This is an optimization exercise on Yosys and OpenROAD, whose aim is small area and a short achievable clock period, not a production implementation.
RTL that was checked went through simulation tests only; none was proved equivalent to the original.
No functional check of the RTL was part of runs 2 and 3.

## flow/design.v (module list and top-level ports; edited modules follow where they fit)
// module xgmii_ctrl_decode: 15 lines
// module xgmii_rx_xor2: 7 lines
// module crc32_d64: 426 lines
// module xgmii_rx_beat: 14 lines
// module xgmii2axis_rx: 132 lines
module xgmii2axis_rx (
    input  logic        clk,
    input  logic        inv_aresetn,
    input  logic [63:0] xgmii_d_i,
    input  logic [7:0]  xgmii_c_i,
    output logic [63:0] m_axis_tdata_o,
    output logic [7:0]  m_axis_tkeep_o,
    output logic        m_axis_tvalid_o,
    output logic        m_axis_tlast_o,
    output logic        m_axis_tuser_o,
    output logic [31:0] good_frames_o,
    output logic [31:0] bad_frames_o
);
  // ...
==> flow/flow/run.sh <==
#!/bin/bash
# The standard layout, with plain buffers (not delay cells) on the ports, and timing repair
# aimed at a 4.2 ns period (setup margin 10.8 ns on the 15 ns clock)
set -euo pipefail
bash standard.sh "BUFFER_PORTS_ARGS=-buffer_cell sky130_fd_sc_hd__buf_1" SETUP_SLACK_MARGIN=10.8 finish > layout.log 2>&1
==> flow/standard.sh <==
#!/bin/bash
# synth_recipe.tcl (not shown) runs the flow's synth.tcl, then flattens the netlist and writes it again
# the make line also repeats each setting of config.mk as NAME=value (left out here)
make -C /OpenROAD-flow-scripts/flow DESIGN_CONFIG=/design/flow/config.mk WORK_HOME=/design/flow/orfs CLKGATE_MAP_FILE= SYNTH_SCRIPT=/design/flow/synth_recipe.tcl "${@:-finish}"
==> flow/config.mk <==
export PLATFORM = sky130hd
export DESIGN_NAME = xgmii2axis_rx
export DESIGN_NICKNAME = xgmii2axis_rx
export VERILOG_FILES = /design/flow/design.v
export SDC_FILE = /design/flow/constraint.sdc
export NUM_CORES = 4
export LEC_CHECK = 0
export CAP_MARGIN = 20
export CORE_MARGIN = 2
export CORE_UTILIZATION = 40
export CTS_CLUSTER_DIAMETER = 90
export CTS_CLUSTER_SIZE = 24
export SLEW_MARGIN = 20
export SYNTH_HIERARCHICAL = 1
==> flow/constraint.sdc <==
create_clock -name core_clock -period 15.0 [get_ports {clk}]
set_input_delay 3.0000 -clock core_clock [delete_from_list [all_inputs] [get_ports {clk}]]
set_output_delay 3.0000 -clock core_clock [all_outputs]
set_load 0.01 [all_outputs]
==> results.cfg, run 1 <==
[flow_run]
maxCapViolCount = 0

[sta]
rsz0062_at_grt = no
setup_ws_ps = 10870
relSlewSlack_pct = 33.2
period_needed_ps = 4130

[drt]
wl_met1_mm = 20.1
dr.pass1.iters = 7
wl_met2_mm = 19.9

[yosys]
synth_area_leaders = xor2_1 (31%), dfxtp_1 (28%), edfxtp_1 (14%), nor2b_1 (3.3%), nand4_1 (1.8%)
ys.flop_type = dfxtp_1

[clock_tree]
cts_buffer_depth = 3
root_buffer = clkbuf_16
cts_setup_buffers = 0

[finish]
seq_share_pct = 37.8
utilization_pct = 45.7
design.seq.count = 255

[placement]
dpl_cell_area_um2 = 14700
gp_congestion = 0.976
place_ws_ps = 10360

[worst_hold_path]
whs_endpoint = end_term_at_q[1]

[die]
dieArea_um2 = 35100
taps = 448
io_pins = 213

[outcome]
outcome = complete, no violations

[grt]
met1_usage_pct = 34.2

[setup_path]
crit_start = good_q[3]
crit_family = flip-flops
==> module xgmii2axis_rx, before the edit <==
module xgmii2axis_rx (
    input  logic        clk,
    input  logic        inv_aresetn,
    input  logic [63:0] xgmii_d_i,
    input  logic [7:0]  xgmii_c_i,
    output logic [63:0] m_axis_tdata_o,
    output logic [7:0]  m_axis_tkeep_o,
    output logic        m_axis_tvalid_o,
    output logic        m_axis_tlast_o,
    output logic        m_axis_tuser_o,
    output logic [31:0] good_frames_o,
    output logic [31:0] bad_frames_o
);
    function automatic logic [31:0] residue_at(input logic [2:0] lane);
        case (lane)
            3'd0: residue_at = 32'h842A3990;
            3'd1: residue_at = 32'h94784E13;
            3'd2: residue_at = 32'h1C759789;
            3'd3: residue_at = 32'h19F6EB51;
            3'd4: residue_at = 32'h9ADD2096;
            3'd5: residue_at = 32'h62932081;
            3'd6: residue_at = 32'h4E3D5E5C;
            default: residue_at = 32'h39DD08E2;
        endcase
    endfunction
    function automatic logic [7:0] last_keep(input logic [2:0] lane);
        case (lane)
            3'd0: last_keep = 8'h0F;
            3'd1: last_keep = 8'h1F;
            3'd2: last_keep = 8'h3F;
            3'd3: last_keep = 8'h7F;
            3'd4: last_keep = 8'hFF;
            3'd5: last_keep = 8'h01;
            3'd6: last_keep = 8'h03;
            default: last_keep = 8'h07;
        endcase
    endfunction
    logic        x_start, x_data, x_beat;
    logic [7:0]  x_term_at;
    logic [63:0] held_q;
    logic        h_start0_q, h_data_q, h_start;
    logic [7:0]  h_term_at_q;
    logic        first_q, data_q;
    logic        h_frame, h_tail, h_end;
    logic [31:0] crc_q;
    logic [31:0] crc_next;
    logic        crc_ok;
    logic [7:0]  end_keep;
    logic        end_q;
    logic [7:0]  end_term_at_q;
    logic [63:0] tdata_q;
    logic [7:0]  tkeep_q;
    logic        tvalid_q, tlast_q, tuser_q;
    logic [31:0] good_q, bad_q;
    logic [63:0] ctrl_mask;
    always_comb begin
        for (int l = 0; l < 8; l++) ctrl_mask[8*l +: 8] = {8{xgmii_c_i[l]}};
    end
    assign h_start = h_start0_q && (held_q[63:8] == 56'hD5555555555555);
    assign h_frame = (first_q || data_q) && h_data_q;
    assign h_tail  = data_q && |h_term_at_q[7:5];
    assign h_end   = data_q && !h_data_q;
    xgmii_ctrl_decode u_decode (
        .xgmii_d_i   (xgmii_d_i),
        .xgmii_c_i   (xgmii_c_i),
        .start_lane0_o (x_start),
        .data_o      (x_data),
        .term_at_o   (x_term_at)
    );
    xgmii_rx_beat u_beat (
        .xgmii_d_i (xgmii_d_i[63:40]),
        .xgmii_c_i (xgmii_c_i),
        .frame_i   (h_frame),
        .end_i     (end_q),
        .beat_o    (x_beat)
    );
    crc32_d64 u_crc (
        .crc_i  (crc_q),
        .data_i (held_q),
        .crc_o  (crc_next)
    );
    always_comb begin
        logic [31:0] residue;
        residue  = '0;
        end_keep = 8'hFF;
        for (int l = 0; l < 8; l++) begin
            if (end_term_at_q[l]) begin
                residue  = residue | residue_at(3'(l));
                end_keep = last_keep(3'(l));
            end
        end
        crc_ok = (|end_term_at_q) && (crc_q == residue);
    end
    always_ff @(posedge clk) begin
        held_q        <= xgmii_d_i & ~ctrl_mask;
        h_term_at_q   <= x_term_at;
        crc_q         <= (h_start && !data_q) ? xgmii_rx_pkg::CRC_PRESET : crc_next;
        if (h_frame || h_tail) tdata_q <= held_q;
        end_term_at_q <= h_term_at_q;
        tkeep_q       <= end_q ? end_keep : 8'hFF;
        tlast_q       <= end_q;
        tuser_q       <= end_q && crc_ok;
        if (inv_aresetn) begin
            h_start0_q <= 1'b0;
            h_data_q  <= 1'b0;
            first_q   <= 1'b0;
            data_q    <= 1'b0;
            end_q     <= 1'b0;
            tvalid_q  <= 1'b0;
            good_q    <= '0;
            bad_q     <= '0;
        end else begin
            h_start0_q <= x_start;
            h_data_q  <= x_data;
            first_q   <= h_start && !data_q;
            data_q    <= h_frame;
            end_q     <= h_end;
            tvalid_q  <= x_beat;
            if (end_q) begin
                if (crc_ok) good_q <= good_q + 1'b1;
                else bad_q <= bad_q + 1'b1;
            end
        end
    end
    assign m_axis_tdata_o  = tdata_q;
    assign m_axis_tkeep_o  = tkeep_q;
    assign m_axis_tvalid_o = tvalid_q;
    assign m_axis_tlast_o  = tlast_q;
    assign m_axis_tuser_o  = tuser_q;
    assign good_frames_o   = good_q;
    assign bad_frames_o    = bad_q;
endmodule
==> run 2: changes to the inputs <==
--- a/flow/design.v
+++ b/flow/design.v
@@ -467,4 +467,157 @@
     assign beat_o = end_i || (frame_i && more);
 endmodule
+module xgmii_rx_or2 (
+    input  logic a_i,
+    input  logic b_i,
+    output logic y_o
+);
+    assign y_o = a_i | b_i;
+endmodule
+module xgmii_rx_or3 (
+    input  logic a_i,
+    input  logic b_i,
+    input  logic c_i,
+    output logic y_o
+);
+    assign y_o = a_i | b_i | c_i;
+endmodule
+module xgmii_rx_or4 (
+    input  logic a_i,
+    input  logic b_i,
+    input  logic c_i,
+    input  logic d_i,
+    output logic y_o
+);
+    assign y_o = a_i | b_i | c_i | d_i;
+endmodule
+module xgmii_rx_nor4 (
+    input  logic a_i,
+    input  logic b_i,
+    input  logic c_i,
+    input  logic d_i,
+    output logic y_o
+);
+    assign y_o = ~(a_i | b_i | c_i | d_i);
+endmodule
+module xgmii_rx_nand4 (
+    input  logic a_i,
+    input  logic b_i,
+    input  logic c_i,
+    input  logic d_i,
+    output logic y_o
+);
+    assign y_o = ~(a_i & b_i & c_i & d_i);
+endmodule
+module xgmii_rx_xnor2 (
+    input  logic a_i,
+    input  logic b_i,
+    output logic y_o
+);
+    assign y_o = ~(a_i ^ b_i);
+endmodule
+module xgmii_rx_and2 (
+    input  logic a_i,
+    input  logic b_i,
+    output logic y_o
+);
+    assign y_o = a_i & b_i;
+endmodule
+module xgmii_rx_nor3 (
+    input  logic a_i,
+    input  logic b_i,
+    input  logic c_i,
+    output logic y_o
+);
+    assign y_o = ~(a_i | b_i | c_i);
+endmodule
+module xgmii_rx_check (
+    input  logic [31:0] crc_i,
+    input  logic [7:0]  term_at_i,
+    output logic        ok_o
+);
+    logic [31:0] sel, mis;
+    logic [7:0]  all_ok;
+    logic [1:0]  some_bad;
+    logic        none;
+    xgmii_rx_or4 u_sel0 (.a_i(term_at_i[1]), .b_i(term_at_i[2]), .c_i(term_at_i[3]), .d_i(term_at_i[5]), .y_o(sel[0]));
+    xgmii_rx_xor2 u_mis0 (.a_i(crc_i[0]), .b_i(sel[0]), .y_o(mis[0]));
+    xgmii_rx_or3 u_sel1 (.a_i(term_at_i[1]), .b_i(term_at_i[4]), .c_i(term_at_i[7]), .y_o(sel[1]));
+    xgmii_rx_xor2 u_mis1 (.a_i(crc_i[1]), .b_i(sel[1]), .y_o(mis[1]));
+    xgmii_rx_or2 u_sel2 (.a_i(term_at_i[4]), .b_i(term_at_i[6]), .y_o(sel[2]));
+    xgmii_rx_xor2 u_mis2 (.a_i(crc_i[2]), .b_i(sel[2]), .y_o(mis[2]));
+    xgmii_rx_or2 u_sel3 (.a_i(term_at_i[2]), .b_i(term_at_i[6]), .y_o(sel[3]));
+    xgmii_rx_xor2 u_mis3 (.a_i(crc_i[3]), .b_i(sel[3]), .y_o(mis[3]));
+    xgmii_rx_or3 u_sel4 (.a_i(term_at_i[2]), .b_i(term_at_i[5]), .c_i(term_at_i[7]), .y_o(sel[4]));
+    xgmii_rx_xnor2 u_mis4 (.a_i(crc_i[4]), .b_i(sel[4]), .y_o(mis[4]));
+    assign sel[5] = term_at_i[7];
+    xgmii_rx_xor2 u_mis5 (.a_i(crc_i[5]), .b_i(sel[5]), .y_o(mis[5]));
+    xgmii_rx_or3 u_sel6 (.a_i(term_at_i[3]), .b_i(term_at_i[6]), .c_i(term_at_i[7]), .y_o(sel[6]));
+    xgmii_rx_xor2 u_mis6 (.a_i(crc_i[6]), .b_i(sel[6]), .y_o(mis[6]));
+    xgmii_rx_or3 u_sel7 (.a_i(term_at_i[1]), .b_i(term_at_i[3]), .c_i(term_at_i[6]), .y_o(sel[7]));
+    xgmii_rx_xnor2 u_mis7 (.a_i(crc_i[7]), .b_i(sel[7]), .y_o(mis[7]));
+    xgmii_rx_or3 u_sel8 (.a_i(term_at_i[0]), .b_i(term_at_i[2]), .c_i(term_at_i[3]), .y_o(sel[8]));
+    xgmii_rx_xor2 u_mis8 (.a_i(crc_i[8]), .b_i(sel[8]), .y_o(mis[8]));
+    xgmii_rx_or4 u_sel9 (.a_i(term_at_i[1]), .b_i(term_at_i[2]), .c_i(term_at_i[3]), .d_i(term_at_i[6]), .y_o(sel[9]));
+    xgmii_rx_xor2 u_mis9 (.a_i(crc_i[9]), .b_i(sel[9]), .y_o(mis[9]));
+    xgmii_rx_or3 u_sel10 (.a_i(term_at_i[1]), .b_i(term_at_i[2]), .c_i(term_at_i[6]), .y_o(sel[10]));
+    xgmii_rx_xor2 u_mis10 (.a_i(crc_i[10]), .b_i(sel[10]), .y_o(mis[10]));
+    xgmii_rx_or3 u_sel11 (.a_i(term_at_i[2]), .b_i(term_at_i[4]), .c_i(term_at_i[5]), .y_o(sel[11]));
+    xgmii_rx_xnor2 u_mis11 (.a_i(crc_i[11]), .b_i(sel[11]), .y_o(mis[11]));
+    xgmii_rx_or3 u_sel12 (.a_i(term_at_i[0]), .b_i(term_at_i[2]), .c_i(term_at_i[6]), .y_o(sel[12]));
+    xgmii_rx_xor2 u_mis12 (.a_i(crc_i[12]), .b_i(sel[12]), .y_o(mis[12]));
+    xgmii_rx_or4 u_sel13 (.a_i(term_at_i[0]), .b_i(term_at_i[3]), .c_i(term_at_i[4]), .d_i(term_at_i[5]), .y_o(sel[13]));
+    xgmii_rx_xor2 u_mis13 (.a_i(crc_i[13]), .b_i(sel[13]), .y_o(mis[13]));
+    xgmii_rx_or3 u_sel14 (.a_i(term_at_i[1]), .b_i(term_at_i[3]), .c_i(term_at_i[6]), .y_o(sel[14]));
+    xgmii_rx_xor2 u_mis14 (.a_i(crc_i[14]), .b_i(sel[14]), .y_o(mis[14]));
+    xgmii_rx_or2 u_sel15 (.a_i(term_at_i[2]), .b_i(term_at_i[3]), .y_o(sel[15]));
+    xgmii_rx_xor2 u_mis15 (.a_i(crc_i[15]), .b_i(sel[15]), .y_o(mis[15]));
+    xgmii_rx_or3 u_sel16 (.a_i(term_at_i[0]), .b_i(term_at_i[1]), .c_i(term_at_i[3]), .y_o(sel[16]));
+    xgmii_rx_xnor2 u_mis16 (.a_i(crc_i[16]), .b_i(sel[16]), .y_o(mis[16]));
+    xgmii_rx_or3 u_sel17 (.a_i(term_at_i[0]), .b_i(term_at_i[3]), .c_i(term_at_i[5]), .y_o(sel[17]));
+    xgmii_rx_xor2 u_mis17 (.a_i(crc_i[17]), .b_i(sel[17]), .y_o(mis[17]));
+    xgmii_rx_or3 u_sel18 (.a_i(term_at_i[0]), .b_i(term_at_i[1]), .c_i(term_at_i[5]), .y_o(sel[18]));
+    xgmii_rx_xnor2 u_mis18 (.a_i(crc_i[18]), .b_i(sel[18]), .y_o(mis[18]));
+    xgmii_rx_or3 u_sel19 (.a_i(term_at_i[2]), .b_i(term_at_i[3]), .c_i(term_at_i[5]), .y_o(sel[19]));
+    xgmii_rx_xnor2 u_mis19 (.a_i(crc_i[19]), .b_i(sel[19]), .y_o(mis[19]));
+    assign sel[20] = term_at_i[0];
+    xgmii_rx_xnor2 u_mis20 (.a_i(crc_i[20]), .b_i(sel[20]), .y_o(mis[20]));
+    xgmii_rx_or3 u_sel21 (.a_i(term_at_i[4]), .b_i(term_at_i[5]), .c_i(term_at_i[7]), .y_o(sel[21]));
+    xgmii_rx_xnor2 u_mis21 (.a_i(crc_i[21]), .b_i(sel[21]), .y_o(mis[21]));
+    xgmii_rx_or3 u_sel22 (.a_i(term_at_i[0]), .b_i(term_at_i[5]), .c_i(term_at_i[6]), .y_o(sel[22]));
+    xgmii_rx_xnor2 u_mis22 (.a_i(crc_i[22]), .b_i(sel[22]), .y_o(mis[22]));
+    xgmii_rx_or4 u_sel23 (.a_i(term_at_i[3]), .b_i(term_at_i[4]), .c_i(term_at_i[5]), .d_i(term_at_i[7]), .y_o(sel[23]));
+    xgmii_rx_xor2 u_mis23 (.a_i(crc_i[23]), .b_i(sel[23]), .y_o(mis[23]));
+    xgmii_rx_or2 u_sel24 (.a_i(term_at_i[3]), .b_i(term_at_i[7]), .y_o(sel[24]));
+    xgmii_rx_xor2 u_mis24 (.a_i(crc_i[24]), .b_i(sel[24]), .y_o(mis[24]));
+    xgmii_rx_or3 u_sel25 (.a_i(term_at_i[4]), .b_i(term_at_i[5]), .c_i(term_at_i[6]), .y_o(sel[25]));
+    xgmii_rx_xor2 u_mis25 (.a_i(crc_i[25]), .b_i(sel[25]), .y_o(mis[25]));
+    xgmii_rx_or4 u_sel26 (.a_i(term_at_i[0]), .b_i(term_at_i[1]), .c_i(term_at_i[2]), .d_i(term_at_i[6]), .y_o(sel[26]));
+    xgmii_rx_xor2 u_mis26 (.a_i(crc_i[26]), .b_i(sel[26]), .y_o(mis[26]));
+    xgmii_rx_or3 u_sel27 (.a_i(term_at_i[0]), .b_i(term_at_i[1]), .c_i(term_at_i[5]), .y_o(sel[27]));
+    xgmii_rx_xnor2 u_mis27 (.a_i(crc_i[27]), .b_i(sel[27]), .y_o(mis[27]));
+    xgmii_rx_or3 u_sel28 (.a_i(term_at_i[0]), .b_i(term_at_i[5]), .c_i(term_at_i[6]), .y_o(sel[28]));
+    xgmii_rx_xnor2 u_mis28 (.a_i(crc_i[28]), .b_i(sel[28]), .y_o(mis[28]));
+    xgmii_rx_or2 u_sel29 (.a_i(term_at_i[5]), .b_i(term_at_i[7]), .y_o(sel[29]));
+    xgmii_rx_xor2 u_mis29 (.a_i(crc_i[29]), .b_i(sel[29]), .y_o(mis[29]));
+    xgmii_rx_or2 u_sel30 (.a_i(term_at_i[5]), .b_i(term_at_i[6]), .y_o(sel[30]));
+    xgmii_rx_xor2 u_mis30 (.a_i(crc_i[30]), .b_i(sel[30]), .y_o(mis[30]));
+    xgmii_rx_or3 u_sel31 (.a_i(term_at_i[0]), .b_i(term_at_i[1]), .c_i(term_at_i[4]), .y_o(sel[31]));
+    xgmii_rx_xor2 u_mis31 (.a_i(crc_i[31]), .b_i(sel[31]), .y_o(mis[31]));
+    xgmii_rx_nor4 u_ok0 (.a_i(mis[0]), .b_i(mis[1]), .c_i(mis[2]), .d_i(mis[3]), .y_o(all_ok[0]));
+    xgmii_rx_nor4 u_ok1 (.a_i(mis[4]), .b_i(mis[5]), .c_i(mis[6]), .d_i(mis[7]), .y_o(all_ok[1]));
+    xgmii_rx_nor4 u_ok2 (.a_i(mis[8]), .b_i(mis[9]), .c_i(mis[10]), .d_i(mis[11]), .y_o(all_ok[2]));
+    xgmii_rx_nor4 u_ok3 (.a_i(mis[12]), .b_i(mis[13]), .c_i(mis[14]), .d_i(mis[15]), .y_o(all_ok[3]));
+    xgmii_rx_nor4 u_ok4 (.a_i(mis[16]), .b_i(mis[17]), .c_i(mis[18]), .d_i(mis[19]), .y_o(all_ok[4]));
+    xgmii_rx_nor4 u_ok5 (.a_i(mis[20]), .b_i(mis[21]), .c_i(mis[22]), .d_i(mis[23]), .y_o(all_ok[5]));
+    xgmii_rx_nor4 u_ok6 (.a_i(mis[24]), .b_i(mis[25]), .c_i(mis[26]), .d_i(mis[27]), .y_o(all_ok[6]));
+    xgmii_rx_nor4 u_ok7 (.a_i(mis[28]), .b_i(mis[29]), .c_i(mis[30]), .d_i(mis[31]), .y_o(all_ok[7]));
+    xgmii_rx_nand4 u_bad0 (.a_i(all_ok[0]), .b_i(all_ok[1]), .c_i(all_ok[2]), .d_i(all_ok[3]), .y_o(some_bad[0]));
+    xgmii_rx_nand4 u_bad1 (.a_i(all_ok[4]), .b_i(all_ok[5]), .c_i(all_ok[6]), .d_i(all_ok[7]), .y_o(some_bad[1]));
+    logic [1:0] none_half;
+    xgmii_rx_nor4 u_none0 (.a_i(term_at_i[0]), .b_i(term_at_i[1]), .c_i(term_at_i[2]), .d_i(term_at_i[3]), .y_o(none_half[0]));
+    xgmii_rx_nor4 u_none1 (.a_i(term_at_i[4]), .b_i(term_at_i[5]), .c_i(term_at_i[6]), .d_i(term_at_i[7]), .y_o(none_half[1]));
+    xgmii_rx_and2 u_none (.a_i(none_half[0]), .b_i(none_half[1]), .y_o(none));
+    xgmii_rx_nor3 u_ok (.a_i(some_bad[0]), .b_i(some_bad[1]), .c_i(none), .y_o(ok_o));
+endmodule
 module xgmii2axis_rx (
     input  logic        clk,
@@ -548,15 +701,14 @@
         .crc_o  (crc_next)
     );
+    xgmii_rx_check u_check (
+        .crc_i     (crc_q),
+        .term_at_i (end_term_at_q),
+        .ok_o      (crc_ok)
+    );
     always_comb begin
-        logic [31:0] residue;
-        residue  = '0;
         end_keep = 8'hFF;
         for (int l = 0; l < 8; l++) begin
-            if (end_term_at_q[l]) begin
-                residue  = residue | residue_at(3'(l));
-                end_keep = last_keep(3'(l));
-            end
+            if (end_term_at_q[l]) end_keep = last_keep(3'(l));
         end
-        crc_ok = (|end_term_at_q) && (crc_q == residue);
     end
     always_ff @(posedge clk) begin
==> run 2 against run 1 <==
Still clean. Flip-flop and latch count unchanged. Global-route usage down 1.6 points. First-iteration DRC count fell by 4.9%. Non-clock buffer count down 2. Clock skew shrank 10 ps. Register-to-register slack lost 40 ps. Via count down 2.1%. Die area decreased by 0.19%. Setup slack got worse by 12 ps. Critical path type unchanged. Critical endpoint is now good_frames_o[5]. Largest cell class unchanged. Highest routed layer unchanged.
==> results.cfg, run 2 <==
[outcome]
outcome = complete, no violations

[finish]
layout-drive-gt1-share_pct = 7.33
layout_commonest_cell = xor2_1
final_nets = 1568
stdcell_count = 1951
seqCellArea_um2 = 5750
layout_common_cells = xor2_1 (478), buf_1 (209), dfxtp_1 (184)
reg_top3 = held_q x64, tdata_q x64
multi_input_area_um2 = 7520
area_growth_pct = 13.6
final_area_um2 = 15200
fillers = 3271

[sta]
timing.final.max_slew_violations = 0
period_share_pct = 27.6
period_needed_ps = 4150
relSlewSlack_pct = 29.3
skew_ps = 15.8
hold_viol_final = 0
setup_viol = 0
clock.fmax_ghz = 0.241
fin_tns_setup_ps = 0
rsz0062_at_grt = no
worst_pin_slew_ps = 1060

[yosys]
synth_area_leaders = xor2_1 (31%), dfxtp_1 (29%), edfxtp_1 (14%), nor2b_1 (3.5%), or4_1 (1.8%)
ys_types = 61
yosysMostFrequentCell = xor2_1
syn-cell-area_um2 = 13400
synth_warnings = 8
yosys-top-cells-count = xor2_1 (478), dfxtp_1 (191), nor2b_1 (74)
async_flop_share_pct = 0
synth_cells = 1277
ys.flop_type = dfxtp_1
yosys.area.top_type = xor2_1
synth_area_per_cell_um2 = 10.5
synth_nets = 1353
synth_edf_count = 64
synth-seq-cells = 255
ys_seq_area_share_pct = 42.9
yosys.area.top_type_share_pct = 31.2

[setup_path]
slowest_delay_ps = 440
slowest_stage = dfxtp_1
crit_fanout = 5
path_class = register to output pin
r2r_cells = 9
reg2reg_from = end_term_at_q[1]
cp.depth = 1
rr_endpoint = good_q[31]
r2r_slack_ps = 11010
path_buf_inv = 1
crit_arrival_ps = 1150
start_kind = register
end_kind = output pin
critPathRequiredTime_ps = 12000
crit_family = flip-flops
crit_chain = buf_1

[placement]
placedCellCount = 1923
hpwl_mm = 32.1
gp_congestion = 0.981
io_buffers = 211
dpl_cell_area_um2 = 14700

[worst_hold_path]
hold_path_class = register to register
hp-start = h_term_at_q[2]
whs_endpoint = end_term_at_q[2]
hold_depth = 0

[grt]
overflow = 0
antenna_found_initial = 1
grt_pass1_vias = 9490
grt_use_total_pct = 23.1
grt_max_degree = 76
grt_pass1_wl_mm = 61.1

[die]
initial_core_util_pct = 40.3
core_area_um2 = 33300
row_count = 67
io_pins = 213
dieArea_um2 = 35000
die_x_um = 187
die_h_um = 187

[clock_tree]
clock_sinks = 255
root_buffer = clkbuf_16
cts_buffer_depth = 3
insertion_delay_ps = 510
cts_setup_buffers = 0
cts_tree = yes
htreeDepth = 1
cts_buffers = 15
clk_pin_slew_worst_paths_ps = 100

[drt]
viasPerCell = 5.15
wl_per_cell_um = 21.4
dr.pass1.iters = 5
drt_iter0_markers = 683
route.detailed.drc = 0
postRouteAntennaNets = 0
vias = 10000
routed_wl_mm = 41.7

[flow_run]
maxCapViolCount = 0
==> run 2: changes by cell type in the layout (fill, tap and decap cells not counted), moves of 5 or more <==
cell and change:
nand4_1 -8, o31ai_1 +17, a21oi_1 +15, xnor2_1 -10
and3_1 -13, or4_1 +21, a31oi_1 -5, nor3_1 -18
nand3_1 -16, nor4_2 +10, nor2_1 -24, or3_1 +14
nor4_1 -8
==> run 2: metrics by stage <==
step	util, %	setup slack, ps	hold WS (ps)
5_1_grt	45.7	10800	342
4_1_cts	45.7	10810	335
6_report	45.7	10850	334
2_1_floorplan	-	10800	310
3_3_place_gp	44.3	10450	312
3_5_place_dp	44.3	10370	313
==> run 2: Yosys stat by module (local to each module, per instance), excerpt <==
module	cell area, um2	cells
xgmii_rx_nor4	12.5	1
xgmii_rx_nand4	6.26	1
xgmii_rx_beat	131	17
xgmii_rx_and2	6.26	1
xgmii_rx_or2	6.26	1
xgmii_rx_xor2	8.76	1
xgmii_rx_xnor2	8.76	1
xgmii_rx_nor3	10.0	1
xgmii_rx_or3	6.26	1
xgmii_rx_or4	7.51	1
xgmii_ctrl_decode	295	43
xgmii2axis_rx	8440	695
==> run 2: worst reg2reg max path, stage by stage, from the launching register on <==
cell and delay (ps):
dfxtp_1 500, or4_1 610, xor2_1 190, nor4_2 290, nand4_1 330, nor3_4 410, and4_4 320, or4b_4 600
or4_1 530, a21oi_1 150
==> run 2: layer usage <==
metal	track usage, %	up-vias	routed length [um]	part of all wire, %
met5	0	-	0	0
met4	7.08	0	1150	2.8
met3	3.28	62	2160	5.2
met2	37.1	299	19200	46
met1	32.3	4876	19200	46
li1	-	4803	-	-
==> run 2: final cells by class <==
type                       count  share of cell area, %
timing repair buffer         222                   5.76
sequential                   255                   37.8
antenna                        2                 0.0329
clock buffer                  21                   2.68
inverter                      15                  0.370
tap                          448                   3.68
multi-input combinational    983                   49.4
clock inverter                 5                  0.296
==> run 2: worst max-delay path by stage <==
| stage | end | start |
|---|---|---|
| after detailed placement | h_term_at_q[1] | xgmii_c_i[4] |
| after global routing | good_frames_o[12] | good_q[12] |
| after CTS | bad_frames_o[2] | bad_q[2] |
| after global placement | h_term_at_q[7] | xgmii_c_i[2] |
| after floorplan | h_term_at_q[7] | xgmii_c_i[1] |
| final | good_frames_o[5] | good_q[5] |
==> run 2: cells by family (layout without fill, tap and decap cells) <==
kind of cell / after synthesis / in the layout / synth area share, %
xor+xnor: 495 / 495 / 32.3
simple gates: 389 / 389 / 18.8
flops: 255 / 255 / 42.9
compound gates: 91 / 91 / 4.13
buf+inv: 39 / 263 / 1.22
mux: 5 / 5 / 0.411
fa+ha+maj: 2 / 2 / 0.187
other cells: 1 / 3 / 0.0280
==> run 2: repair_timing <==
item / CTS / global route
setup endpoints to repair: 5 / 27
hold buffers: 0 / 0
resized for setup: 1 / 10
pin swaps: 0 / 0
==> run 3: changes to the inputs <==
--- a/flow/config.mk
+++ b/flow/config.mk
@@ -8,5 +8,5 @@
 export CAP_MARGIN = 20
 export CORE_MARGIN = 2
-export CORE_UTILIZATION = 40
+export CORE_UTILIZATION = 55
 export CTS_CLUSTER_DIAMETER = 90
 export CTS_CLUSTER_SIZE = 24
==> run 3 against run 2 <==
Hold slack better by 0.60 ps. Maximum frequency down 1.4%. Setup slack worse by 61 ps. Synthesized cell count unchanged. Clock skew up 6.9 ps. Cell count down 6.5%. Count of clock-buffer cells in the layout unchanged.
==> results.cfg, run 3 <==
[grt]
grt_use_total_pct = 29.9
overflow = 0
grt_max_degree = 76
antenna_found_initial = 1
grt_pass1_vias = 9713
grt_pass1_wl_mm = 58.3

[setup_path]
path_class = register to register
reg2reg_from = held_q[30]
r2r_slack_ps = 10790
critPathRequiredTime_ps = 15390
crit_fanout = 4
r2r_cells = 9
crit_arrival_ps = 4590
rr_endpoint = crc_q[28]
end_kind = register
start_kind = register

[drt]
top_layer_used = met4
wl_met2_mm = 18.3
wl_met3_mm = 2.74
wl_per_cell_um = 21.3
route.detailed.drc = 0
drt_iter0_markers = 717
dr.pass1.iters = 5
vias = 10000
wl_met1_mm = 16.5
viasPerCell = 5.49
postRouteAntennaNets = 0
routed_wl_mm = 38.8

[finish]
area_growth_pct = 12.7
multi_input_area_um2 = 7520
antenna_cells = 0
seqCellArea_um2 = 5750
layout_commonest_cell = xor2_1
final_nets = 1568
layout-drive-gt1-share_pct = 6.93
utilization_pct = 62.7
layout_common_cells = xor2_1 (478), buf_1 (210), dfxtp_1 (189)
fillers = 2172
reg_top3 = held_q x64, tdata_q x64

[worst_hold_path]
hp-start = h_term_at_q[0]
whs_endpoint = end_term_at_q[0]
hold_depth = 0
hold_path_class = register to register

[placement]
hpwl_mm = 30.0
gp_congestion = 1.02
place_ws_ps = 10280
io_buffers = 211

[yosys]
synth_nets = 1353
ys.flop_type = dfxtp_1
yosys.area.top_type_share_pct = 31.2
synth_warnings = 8
ys_seq_area_share_pct = 42.9
synth_cells = 1277
yosys.area.top_type = xor2_1
synth_area_per_cell_um2 = 10.5
synth-seq-cells = 255
ys_types = 61
async_flop_share_pct = 0
synth_edf_count = 64
syn-cell-area_um2 = 13400
synth_area_leaders = xor2_1 (31%), dfxtp_1 (29%), edfxtp_1 (14%), nor2b_1 (3.5%), or4_1 (1.8%)
yosys-top-cells-count = xor2_1 (478), dfxtp_1 (191), nor2b_1 (74)
yosysMostFrequentCell = xor2_1

[sta]
period_needed_ps = 4210
worst_pin_slew_ps = 1230
rsz0062_at_grt = no
period_share_pct = 28.0
skew_ps = 22.7
timing.final.max_slew_violations = 0
fin_tns_setup_ps = 0
relSlewSlack_pct = 17.5
clock.fmax_ghz = 0.238
setup_ws_ps = 10790
setup_viol = 0
hold_viol_final = 0

[clock_tree]
cts_tree = yes
clock_sinks = 255
clk_pin_slew_worst_paths_ps = 90
htreeDepth = 1
cts_buffers = 15
root_buffer = clkbuf_16
insertion_delay_ps = 500
cts_buffer_depth = 3
cts_setup_buffers = 0

[die]
initial_core_util_pct = 55.6
io_pins = 213
core_area_um2 = 24100
die_h_um = 160
dieArea_um2 = 25600
die_x_um = 160
row_count = 57

[flow_run]
maxCapViolCount = 0

[outcome]
outcome = complete, no violations
[run 3: changes by cell type in the layout (fill, tap and decap cells not counted), sizes merged]
cell	delta
bufinv	+2
diode	-2
buf	+1
clkbuf	-1
clkinv	-1
inv	-1
[run 3: cell families after synthesis]
logic type / after synthesis / share of synthesized area, %
mux: 5 / 0.411
fa+ha+maj: 2 / 0.187
xor+xnor: 495 / 32.3
flops: 255 / 42.9
simple gates: 389 / 18.8
other cells: 1 / 0.0280
compound gates: 91 / 4.13
buf+inv: 39 / 1.22
[run 3: per-layer routing]
layer / vias up / track usage [%]
met1: 4799 / 39.7
met5: - / 0
li1: 4804 / -
met4: 0 / 9.46
met3: 79 / 5.56
met2: 341 / 49.6
[run 3: cell type report]
type / instances / area share (%)
sequential: 255 / 38.1
clock inverter: 5 / 0.646
inverter: 15 / 0.373
multi-input combinational: 983 / 49.8
timing repair buffer: 222 / 5.80
clock buffer: 21 / 2.63
tap: 324 / 2.68
[run 3: worst max path at each step]
stage	to	slack, ps	cells after the start	from
global placement	tvalid_q	10330	5	xgmii_c_i[6]
CTS	tvalid_q	10810	5	xgmii_c_i[6]
detailed placement	tvalid_q	10280	6	xgmii_c_i[6]
floorplan	h_term_at_q[7]	10800	3	xgmii_c_i[1]
finish	crc_q[28]	10790	9	held_q[30]
global route	bad_frames_o[16]	10800	1	bad_q[16]
[run 3: per-module statistics from Yosys (local to each module, per instance), excerpt]
module / times used / flip-flops and latches / cells inside / cell area, um2
xgmii2axis_rx: 1 / 255 / 695 / 8440
xgmii_ctrl_decode: 1 / 0 / 43 / 295
xgmii_rx_beat: 1 / 0 / 17 / 131
xgmii_rx_nor3: 1 / 0 / 1 / 10.0
xgmii_rx_xor2: 467 / 0 / 1 / 8.76
xgmii_rx_or4: 5 / 0 / 1 / 7.51
xgmii_rx_nand4: 2 / 0 / 1 / 6.26
xgmii_rx_and2: 1 / 0 / 1 / 6.26
xgmii_rx_or3: 19 / 0 / 1 / 6.26
[run 3: through the flow]
step / cell area (um2) / hold WS, ps / std cells
after floorplan: 13400 / 310 / 1277
after global placement: 14600 / 310 / 1799
after detailed placement: 14600 / 312 / 1799
after CTS: 15100 / 335 / 1825
after global routing: 15100 / 341 / 1825
final: 15100 / 335 / 1825
[run 3: worst max-delay path, stage by stage, from the launching register on]
cell and delay, ps:
dfxtp_1 390, xor2_1 760, xor2_1 660, xor2_1 450, xor2_1 490, xor2_1 230
xor2_1 430, xor2_1 180, xor2_1 200, or2_2 300
[run 3: timing repair]
action,CTS,global route
hold buffers,0,0
endpoints found under the hold margin,0,0
endpoints found under the setup margin,9,21
resized for setup,1,5

[separate check: timing with driven ports]
How much do the figures lean on ideal ports? The routed layouts below were timed once more, with nothing changed but the port constraints.
Step 1 sets driving cells, clkbuf_16 on the clock port and buf_2 on the other inputs (assumed; they add their load-dependent delay and slew).
Step 2 times the ports against the registers' clock, not the clock port: input delays grow and output delays shrink by t, the midpoint of the rising clock arrivals with the driver on.
Slacks: no drivers / after step 1 / after step 2; pairs: no drivers / after step 1.
run | shift t [ns] | setup WS [ns] | cell pins on the clock port's net
run 1 | 0.551 | 10.866 / 10.814 / 10.401 | 1
run 2 | 0.557 | 10.854 / 10.801 / 10.340 | 1
run 3 | 0.536 | 10.793 / 10.793 / 10.312 | 1
After both steps setup and hold are still met in every run listed. For run 2, which loses most, drivers alone change the setup slack by -0.053 ns; drivers and shift together by -0.514 ns.
